Background: an optimization exercise with open tools, aiming at small area, a short achievable clock period and few clock cycles per item. Do not read the settings as production practice.
Where RTL was checked, it was by simulation tests only, not by an equivalence proof against the original.
No activity file was given, so power comes from the tool's default toggle rates.

Setup of TR:
==> module filter_compactor, before the edit <==
module filter_compactor #(
    parameter  int unsigned NUM_ENTRY = preprocess_pkg::NUM_ENTRY_DEFAULT,
    parameter  int unsigned WW        = preprocess_pkg::WW_DEFAULT,
    parameter  int unsigned OW        = preprocess_pkg::OW_DEFAULT,
    localparam int unsigned IW        = $clog2(NUM_ENTRY),
    localparam int unsigned CW        = $clog2(NUM_ENTRY + 1)
) (
    input  logic                    clk,
    input  logic                    reset,
    input  logic                    in_valid,
    output logic                    in_ready,
    input  logic [NUM_ENTRY-1:0]    in_bit,
    input  logic [NUM_ENTRY*WW-1:0] in_weight,
    input  logic [NUM_ENTRY*OW-1:0] in_out,
    input  logic [NUM_ENTRY-1:0]    in_drop,
    output logic                    out_valid,
    input  logic                    out_ready,
    output logic                    out_bit,
    output logic [WW-1:0]           out_weight,
    output logic [OW-1:0]           out_out,
    output logic [IW-1:0]           out_index,
    output logic                    out_last,
    output logic [CW-1:0]           kept_count,
    output logic                    frame_empty
);
    localparam int unsigned DW = 1 + WW + OW;               
    localparam int unsigned EW = DW + IW + 1;               
    localparam int unsigned GS = 6;                         
    localparam int unsigned NG = (NUM_ENTRY + GS - 1) / GS;
    localparam int unsigned GW = $clog2(GS + 1);
    logic [NUM_ENTRY-1:0]  keep;
    logic                  all_drop;
    logic [NG-1:0][GW-1:0] grp_d, grp_q;
    logic [CW-1:0]         cnt_pre;
    always_comb begin
        keep     = ~in_drop;
        all_drop = &in_drop;
        for (int g = 0; g < NG; g++) begin
            grp_d[g] = '0;
            for (int j = 0; j < GS; j++) begin
                if (g * GS + j < NUM_ENTRY) grp_d[g] = grp_d[g] + GW'(keep[g*GS+j]);
            end
        end
        cnt_pre = '0;
        for (int g = 0; g < NG; g++) begin
            cnt_pre = cnt_pre + CW'(grp_q[g]);
        end
    end
    always_ff @(posedge clk) begin
        grp_q <= grp_d;
    end
    logic [NUM_ENTRY-1:0]    bit_q;
    logic [NUM_ENTRY*WW-1:0] weight_q;
    logic [NUM_ENTRY*OW-1:0] out_q;
    logic [NUM_ENTRY-1:0]    sel_q;        
    logic [NUM_ENTRY-1:0]    mask;         
    logic                    pend;         
    logic                    mask_zero;    
    logic                    ld;           
    logic [NUM_ENTRY-1:0] in_first, in_rest;
    logic                 in_le1;
    logic [NUM_ENTRY-1:0] m_first, m_rest;
    logic                 m_le1;
    first_one_finder #(.N(NUM_ENTRY)) u_in_finder (
        .vec(keep), .first(in_first), .rest(in_rest), .le1(in_le1)
    );
    first_one_finder #(.N(NUM_ENTRY)) u_mask_finder (
        .vec(mask), .first(m_first), .rest(m_rest), .le1(m_le1)
    );
    always_ff @(posedge clk) begin
        if (ld) begin
            bit_q    <= in_bit;
            weight_q <= in_weight;
            out_q    <= in_out;
        end
    end
    logic          sv;                     
    logic [EW-1:0] skid;
    logic          push;                   
    logic [EW-1:0] pushed;
    logic [DW-1:0] p_data;
    logic [IW-1:0] p_idx;
    logic          out_free;               
    always_comb begin
        push     = pend & ~sv;
        out_free = ~out_valid | out_ready;
        p_data   = '0;
        p_idx    = '0;
        for (int i = 0; i < NUM_ENTRY; i++) begin
            p_data = p_data | ({DW{sel_q[i]}} &
                     {bit_q[i], weight_q[i*WW +: WW], out_q[i*OW +: OW]});
            p_idx  = p_idx | (sel_q[i] ? IW'(i) : IW'(0));
        end
        pushed = {p_data, p_idx, mask_zero};
    end
    always_ff @(posedge clk) begin
        if (out_free) begin
            {out_bit, out_weight, out_out, out_index, out_last} <= sv ? skid : pushed;
        end
        if (push & ~out_free) begin
            skid <= pushed;
        end
    end
    logic acc, acc_full;
    logic pend_d, mask_zero_d, sv_d, ld_d;
    always_comb begin
        acc      = in_valid & in_ready;
        acc_full = acc & ld;
        sv_d = sv ? ~out_free : (push & ~out_free);
        if (acc_full) begin
            pend_d      = ~all_drop;
            mask_zero_d = in_le1;
        end else if (push) begin
            pend_d      = ~mask_zero;
            mask_zero_d = m_le1;
        end else begin
            pend_d      = pend;
            mask_zero_d = mask_zero;
        end
        ld_d = ~pend_d | (~sv_d & mask_zero_d);
    end
    always_ff @(posedge clk) begin
        if (acc_full) begin
            sel_q <= in_first;
            mask  <= in_rest;
        end else if (push) begin
            sel_q <= m_first;
            mask  <= m_rest;
        end
        mask_zero <= mask_zero_d;
    end
    always_ff @(posedge clk or posedge reset) begin
        if (reset) begin
            pend        <= 1'b0;
            sv          <= 1'b0;
            ld          <= 1'b1;
            in_ready    <= 1'b0;
            out_valid   <= 1'b0;
            kept_count  <= '0;
            frame_empty <= 1'b0;
        end else begin
            pend        <= pend_d;
            sv          <= sv_d;
            ld          <= ld_d;
            in_ready    <= in_valid & ~acc & (ld_d | all_drop);
            if (out_free) out_valid <= sv | push;
            if (acc) kept_count <= cnt_pre;
            frame_empty <= acc & all_drop;
        end
    end
endmodule
==> flow/config.mk <==
export PLATFORM = sky130hd
export DESIGN_NAME = filter_compactor
export DESIGN_NICKNAME = filter_compactor
export VERILOG_FILES = /design/flow/design.v
export SDC_FILE = /design/flow/constraint.sdc
export NUM_CORES = 4
export LEC_CHECK = 0
export CAP_MARGIN = 20
export CORE_MARGIN = 2
export CORE_UTILIZATION = 55
export CTS_BUF_LIST = sky130_fd_sc_hd__clkbuf_4
export SETUP_SLACK_MARGIN = 3.6
export SLEW_MARGIN = 20
==> flow/constraint.sdc <==
create_clock -name core_clock -period 6.0 [get_ports {clk}]
set_input_delay 1.2000 -clock core_clock [delete_from_list [all_inputs] [get_ports {clk}]]
set_output_delay 1.2000 -clock core_clock [all_outputs]
set_load 0.01 [all_outputs]
standard.sh (not shown) runs the stock make flow with config.mk's settings and CLKGATE_MAP_FILE= SYNTH_SCRIPT=/design/flow/synth_recipe.tcl, a recipe that flattens the netlist after the stock synthesis.
==> flow/flow/run.sh <==
#!/bin/bash
# Layout flow: the standard ORFS flow (standard.sh) unchanged, except that
# the port buffers are the smallest buffer cell (buf_1) instead of the cell
# buffer_ports picks by default. Every input and output still gets a buffer.
# The full output of the flow goes to standard.log in the work folder; ORFS
# keeps each step's own log under orfs/logs/.
set -euo pipefail
bash standard.sh finish "BUFFER_PORTS_ARGS=-buffer_cell sky130_fd_sc_hd__buf_1" > standard.log 2>&1
TR: PASS, flow complete, no timing, DRC or antenna violations
Testbench counts of TR, summed over its fixed seeds: cycles 29,211, items 29,100.
--- input diff TR..PW ---
--- a/flow/design.v
+++ b/flow/design.v
@@ -56,50 +56,64 @@
     output logic                    out_last,
     output logic [CW-1:0]           kept_count,
     output logic                    frame_empty
 );
     localparam int unsigned DW = 1 + WW + OW;               
     localparam int unsigned EW = DW + IW + 1;               
-    localparam int unsigned GS = 6;                         
-    localparam int unsigned NG = (NUM_ENTRY + GS - 1) / GS;
-    localparam int unsigned GW = $clog2(GS + 1);
+    localparam int unsigned GA  = 4;
+    localparam int unsigned NA  = (NUM_ENTRY + GA - 1) / GA;   
+    localparam int unsigned AW  = $clog2(GA + 1);
+    localparam int unsigned GB  = 3;
+    localparam int unsigned NB  = (NA + GB - 1) / GB;          
+    localparam int unsigned BW  = $clog2(GA * GB + 1);
     logic [NUM_ENTRY-1:0]  keep;
     logic                  all_drop;
-    logic [NG-1:0][GW-1:0] grp_d, grp_q;
-    logic [CW-1:0]         cnt_pre;
+    logic [NA-1:0][AW-1:0] cnt_a_d, cnt_a;
+    logic [NB-1:0][BW-1:0] cnt_b_d, cnt_b;
+    logic [CW-1:0]         cnt_c_d, cnt_c;
+    logic                  cnt_le1;        
+    logic [1:0]            held;           
     always_comb begin
         keep     = ~in_drop;
         all_drop = &in_drop;
-        for (int g = 0; g < NG; g++) begin
-            grp_d[g] = '0;
-            for (int j = 0; j < GS; j++) begin
-                if (g * GS + j < NUM_ENTRY) grp_d[g] = grp_d[g] + GW'(keep[g*GS+j]);
+        for (int g = 0; g < NA; g++) begin
+            cnt_a_d[g] = '0;
+            for (int j = 0; j < GA; j++) begin
+                if (g * GA + j < NUM_ENTRY) cnt_a_d[g] = cnt_a_d[g] + AW'(keep[g*GA+j]);
             end
         end
-        cnt_pre = '0;
-        for (int g = 0; g < NG; g++) begin
-            cnt_pre = cnt_pre + CW'(grp_q[g]);
-        end
-    end
-    always_ff @(posedge clk) begin
-        grp_q <= grp_d;
+        for (int g = 0; g < NB; g++) begin
+            cnt_b_d[g] = '0;
+            for (int j = 0; j < GB; j++) begin
+                if (g * GB + j < NA) cnt_b_d[g] = cnt_b_d[g] + BW'(cnt_a[g*GB+j]);
+            end
+        end
+        cnt_c_d = '0;
+        for (int g = 0; g < NB; g++) begin
+            cnt_c_d = cnt_c_d + CW'(cnt_b[g]);
+        end
+        cnt_le1 = ~|cnt_c[CW-1:1];
+    end
+    always_ff @(posedge clk) begin
+        cnt_a <= cnt_a_d;
+        cnt_b <= cnt_b_d;
+        cnt_c <= cnt_c_d;
     end
     logic [NUM_ENTRY-1:0]    bit_q;
     logic [NUM_ENTRY*WW-1:0] weight_q;
     logic [NUM_ENTRY*OW-1:0] out_q;
     logic [NUM_ENTRY-1:0]    sel_q;        
     logic [NUM_ENTRY-1:0]    mask;         
     logic                    pend;         
     logic                    mask_zero;    
     logic                    ld;           
     logic [NUM_ENTRY-1:0] in_first, in_rest;
-    logic                 in_le1;
     logic [NUM_ENTRY-1:0] m_first, m_rest;
     logic                 m_le1;
     first_one_finder #(.N(NUM_ENTRY)) u_in_finder (
-        .vec(keep), .first(in_first), .rest(in_rest), .le1(in_le1)
+        .vec(keep), .first(in_first), .rest(in_rest), .le1()
     );
     first_one_finder #(.N(NUM_ENTRY)) u_mask_finder (
         .vec(mask), .first(m_first), .rest(m_rest), .le1(m_le1)
     );
     always_ff @(posedge clk) begin
         if (ld) begin
@@ -140,13 +154,13 @@
     always_comb begin
         acc      = in_valid & in_ready;
         acc_full = acc & ld;
         sv_d = sv ? ~out_free : (push & ~out_free);
         if (acc_full) begin
             pend_d      = ~all_drop;
-            mask_zero_d = in_le1;
+            mask_zero_d = cnt_le1;
         end else if (push) begin
             pend_d      = ~mask_zero;
             mask_zero_d = m_le1;
         end else begin
             pend_d      = pend;
             mask_zero_d = mask_zero;
@@ -166,20 +180,22 @@
     always_ff @(posedge clk or posedge reset) begin
         if (reset) begin
             pend        <= 1'b0;
             sv          <= 1'b0;
             ld          <= 1'b1;
             in_ready    <= 1'b0;
+            held        <= '0;
             out_valid   <= 1'b0;
             kept_count  <= '0;
             frame_empty <= 1'b0;
         end else begin
             pend        <= pend_d;
             sv          <= sv_d;
             ld          <= ld_d;
-            in_ready    <= in_valid & ~acc & (ld_d | all_drop);
+            held        <= (in_valid & ~acc) ? ((held == 2'd3) ? 2'd3 : held + 2'd1) : 2'd0;
+            in_ready    <= in_valid & ~acc & ((held >= 2'd2 & ld_d) | all_drop);
             if (out_free) out_valid <= sv | push;
-            if (acc) kept_count <= cnt_pre;
+            if (acc) kept_count <= all_drop ? '0 : cnt_c;
             frame_empty <= acc & all_drop;
         end
     end
 endmodule
==> run notes <==
| number of filler instances in the final layout | PW vs TR | about 1.8% higher |. Compared with TR, PW shows a maximum resistive drop on vdd that is 18% lower. Cell count: PW higher than TR. Pin count of the biggest net entering global routing: PW vs TR up 3.5%. Taking TR as the reference, in PW worst hold slack lost 0.066 ns; total global-route track usage lost 0.87 points; design area picked up an extra 420 um^2. Die width was lower in the run labelled TR. Summary of PW over TR: power density of the placed cells went down by 6.4%; time the final worst path needs with I/O delays and setup +0.10 ns; share of cell area taken by flip-flops and latches rose by 1.1 points; number of cells on the critical path down 1. Delta(basic-gate share of the synthesized area counting and, or, nand and nor cells, PW - TR) < 0. PW went all the way through the flow, and no timing, DRC or antenna check failed.
Function not checked in PW: the RTL went through the layout flow alone.

==> what the ideal ports hide <==
No port has a modelled driver above. Below, the same layouts with a new extraction and two added sets of constraints. Step 1: set_driving_cell puts a clkbuf_16 on clk and a buf_2 on each other input, an assumption about the parent block. Step 2 adds t to the input delays and takes it off the output delays; t is the mean of the earliest and latest rising clock arrival at the registers after step 1. Input paths then give back, and output paths get back, about the clock's delay inside the block. a / b / c = no drivers / after step 1 / after step 2; a / b = the first two.
run | t (ns) | slack for setup (ns) | worst hold slack (ns) | cell pins on the clock port's net
TR | 1.018 | 3.166 / 3.162 / 2.317 | 0.284 / 0.245 / 0.498 | 1
PW | 1.071 | 3.065 / 3.065 / 2.446 | 0.218 / 0.183 / 0.448 | 1
After both steps every run listed still meets setup and hold. For TR, which loses most, drivers alone change the setup slack by -0.004 ns; drivers and shift together by -0.849 ns.
